From an optimization exercise on the open Yosys and OpenROAD flow, aimed at small area, a short achievable clock period and few clock cycles per item; shortcuts taken in it are not production practice. RTL that was checked went through simulation tests only; none was proved equivalent to the original.

== v25 ==
Design rgb_hsv_color_gate, start of the top module:
module rgb_hsv_color_gate (
	input  logic        clk,
	input  logic        arst_n,
	input  logic        pix_valid,
	output logic        pix_ready,
	input  logic [7:0]  pix_red,
	input  logic [7:0]  pix_green,
	input  logic [7:0]  pix_blue,
	input  logic        pix_last_of_cloud,
	output logic        hsv_valid,
	input  logic        hsv_ready,
	output logic [11:0] hsv_hue,
	output logic [11:0] hsv_saturation,
	output logic [7:0]  hsv_brightness,
	output logic        hsv_keep,
	output logic        hsv_last_out,
	input  logic        cfg_en,
	input  logic [1:0]  cfg_index,
	input  logic [7:0]  cfg_data
);
Size: roughly 3100 cells after synthesis, about 340 flip-flops.
Settings: LEC_CHECK=0, ABC_AREA=1, CAP_MARGIN=20, CORE_MARGIN=2, CORE_UTILIZATION=40, CTS_BUF_LIST=sky130_fd_sc_hd__clkbuf_4 sky130_fd_sc_hd__clkbuf_8, PLACE_DENSITY=0.6, SETUP_SLACK_MARGIN=2.5, SLEW_MARGIN=20, TNS_END_PERCENT=5; clock period 5.5 ns.
standard.sh (not shown) runs the stock make flow with config.mk's settings and CLKGATE_MAP_FILE= SYNTH_SCRIPT=/design/flow/synth_recipe.tcl, a recipe that flattens the netlist after the stock synthesis.
==> flow/flow/run.sh <==
#!/bin/bash
# The standard layout (standard.sh), except that synthesis leaves adders and
# comparators to ABC instead of mapping them onto the library's full/half adder
# cells (ADDER_MAP_FILE empty skips ORFS's extract_fa/techmap adder step).
# Each step's full output goes to its own log in this folder.
set -euo pipefail
export ADDER_MAP_FILE=
# ports get a plain buf_2 instead of the delay buffer buffer_ports picks by default
export BUFFER_PORTS_ARGS="-buffer_cell sky130_fd_sc_hd__buf_2"
bash standard.sh synth > synth.log 2>&1
bash standard.sh floorplan > floorplan.log 2>&1
bash standard.sh place > place.log 2>&1
bash standard.sh cts > cts.log 2>&1
bash standard.sh route > route.log 2>&1
bash standard.sh finish > finish.log 2>&1
Modified inputs, v10 compared to v25
- changing SETUP_SLACK_MARGIN from 2.5 to 2.3
[summary]
Relative to v25, the final cell area reported for v10 is lower. Changes observed in v10 relative to v25: buffer and inverter count on the worst path shrank by 2, global-route usage decreased 1.1 points, count of routing violations after the opening detailed-route iteration went down by 48. The shortest clock period the worst path allows after layout of v10 was inferior to that of v25. Of v25 and v10, the run reporting the higher core utilization was v25. v10 ends up with a maximum fanout along the worst path that is 9 lower than in v25. v25 -> v10: register area flat.
> inputs changed (v10 -> v7)
- TNS_END_PERCENT removed (was 5)
==> flow/flow/run.sh <==
#!/bin/bash
# The standard layout (standard.sh) with these changes:
#  - synthesis leaves adders and comparators to ABC (ADDER_MAP_FILE empty skips
#    ORFS's extract_fa/techmap step onto the library's full/half adder cells);
#  - ABC runs flow/abc_area.script (ABC_AREA is 1 in config.mk), from a copy of
#    ORFS's scripts folder that differs from it only in that file;
#  - ports are buffered with buf_2 instead of the delay buffer buffer_ports
#    picks by default.
# Each step's full output goes to its own log in this folder.
set -euo pipefail
W=$(pwd)
rm -rf "$W/orfs_scripts"
cp -r "$FLOW_HOME/scripts" "$W/orfs_scripts"
cp "$W/flow/abc_area.script" "$W/orfs_scripts/abc_area.script"
export ADDER_MAP_FILE=
export BUFFER_PORTS_ARGS="-buffer_cell sky130_fd_sc_hd__buf_2"
S="SCRIPTS_DIR=$W/orfs_scripts"
bash standard.sh "$S" synth > synth.log 2>&1
bash standard.sh "$S" floorplan > floorplan.log 2>&1
bash standard.sh "$S" place > place.log 2>&1
bash standard.sh "$S" cts > cts.log 2>&1
bash standard.sh "$S" route > route.log 2>&1
bash standard.sh "$S" finish > finish.log 2>&1
==> flow/flow/abc_area.script (new file) <==
strash
&get -n
&dc2
&put
dch -f
map -B 0.9
topo
stime -c
buffer -c
upsize -c
dnsize -c
Notes after the runs:
On starting utilization of the core area, v7 and v10 are neck and neck.
The higher post-layout instance area came out of v7.
v7: final worst setup slack 220 ps below v10
Function was not checked in any run of this note: the RTL went through the layout flow alone.

---

Another version of the RTL of rgb_hsv_color_gate (not shown whole).
Size in the first run: roughly 3,100 cells after synthesis, about 340 flip-flops, roughly 76 I/O pins.
export LEC_CHECK = 0
export ABC_AREA = 1
export CAP_MARGIN = 20
export CORE_MARGIN = 2
export CORE_UTILIZATION = 40
export CTS_BUF_LIST = sky130_fd_sc_hd__clkbuf_4 sky130_fd_sc_hd__clkbuf_8
export PLACE_DENSITY = 0.6
export SETUP_SLACK_MARGIN = 2.3
export SLEW_MARGIN = 20
create_clock -name core_clock -period 5.5 [get_ports {clk}]
==> flow/flow/run.sh <==
#!/bin/bash
# The standard layout (standard.sh), except that synthesis leaves adders and
# comparators to ABC instead of mapping them onto the library's full/half adder
# cells (ADDER_MAP_FILE empty skips ORFS's extract_fa/techmap adder step).
# Each step's full output goes to its own log in this folder.
set -euo pipefail
export ADDER_MAP_FILE=
# ports get a plain buf_2 instead of the delay buffer buffer_ports picks by default
export BUFFER_PORTS_ARGS="-buffer_cell sky130_fd_sc_hd__buf_2"
bash standard.sh synth > synth.log 2>&1
bash standard.sh floorplan > floorplan.log 2>&1
bash standard.sh place > place.log 2>&1
bash standard.sh cts > cts.log 2>&1
bash standard.sh route > route.log 2>&1
bash standard.sh finish > finish.log 2>&1
The baseline completed with no timing, DRC or antenna violations.
Testbench counts at the start, summed over its fixed seeds: cycles 12,056, items 12,000.
Rerun with:
- SETUP_SLACK_MARGIN: 2.3 -> 2.5
After rerunning:
- final cell count rose by a few percent
- final area rose by a little under a tenth
- synthesized cell count stays the same
- global-route usage rose by 0.68 points
- wire length rose by a little under a tenth
- clock-buffer cell count does not change
- register-to-register slack is better by 0.12 ns

---

Setup of before:
rgb_hsv_color_gate, a different RTL version from the one above (not shown whole).
Size in the first run: roughly 340 flip-flops, roughly 25000 µm² of cells after synthesis.
export LEC_CHECK = 0
export ABC_AREA = 1
export CAP_MARGIN = 20
export CORE_MARGIN = 2
export CORE_UTILIZATION = 40
export PLACE_DENSITY = 0.6
export SETUP_SLACK_MARGIN = 2.6
export SLEW_MARGIN = 20
create_clock -name core_clock -period 5.5 [get_ports {clk}]
==> flow/flow/run.sh <==
#!/bin/bash
# The standard layout (standard.sh), except that synthesis leaves adders and
# comparators to ABC instead of mapping them onto the library's full/half adder
# cells (ADDER_MAP_FILE empty skips ORFS's extract_fa/techmap adder step).
# Each step's full output goes to its own log in this folder.
set -euo pipefail
export ADDER_MAP_FILE=
bash standard.sh synth > synth.log 2>&1
bash standard.sh floorplan > floorplan.log 2>&1
bash standard.sh place > place.log 2>&1
bash standard.sh cts > cts.log 2>&1
bash standard.sh route > route.log 2>&1
bash standard.sh finish > finish.log 2>&1
Setup changes, before to after
- SETUP_SLACK_MARGIN: 2.6 -> 2.0
## What came out
after gives less post-CTS setup buffer count than before did. Summary of after over before: cell area lower, data arrival time of the worst path lower, area occupied by multi-input gates lower, routed wire length lower. Compared with before, after degrades worst setup slack.
Function was not checked in any run of this note: the RTL went through the layout flow alone.

[afterwards: timing with drivers on the ports]
In the flow no input, the clock included, has a driving cell. The finished layouts below were timed again as built, in two steps.
Step 1, drivers: a clkbuf_16 drives clk and a buf_2 each remaining input, both assumed.
Step 2, shift: input delay + t, output delay - t, t = (earliest + latest rising clock arrival at the registers) / 2. This alone moves slack from input paths to output paths.
Slacks: ideal ports / drivers / drivers and shift; pairs: ideal ports / drivers.
run	t (ns)	slack for setup (ns)	worst data-port slew with drivers (ns)	cell pins on the clock port's net
v25	0.676	2.442 / 2.453 / 1.799	0.03	1
v10	0.681	2.329 / 2.362 / 1.681	0.04	1
v7	0.689	2.110 / 2.110 / 1.540	0.06	1
the first run of note 2	0.718	2.389 / 2.371 / 1.761	0.03	1
the second run of note 2	0.708	2.528 / 2.556 / 1.848	0.04	1
before	0.627	2.306 / 2.299 / 1.672	0.07	1
after	0.625	2.117 / 2.089 / 1.541	0.04	1
After both steps setup and hold are still met in every run listed. The setup slack of the second run of note 2, which loses most, moves by +0.028 ns with the drivers and by -0.680 ns with both steps.
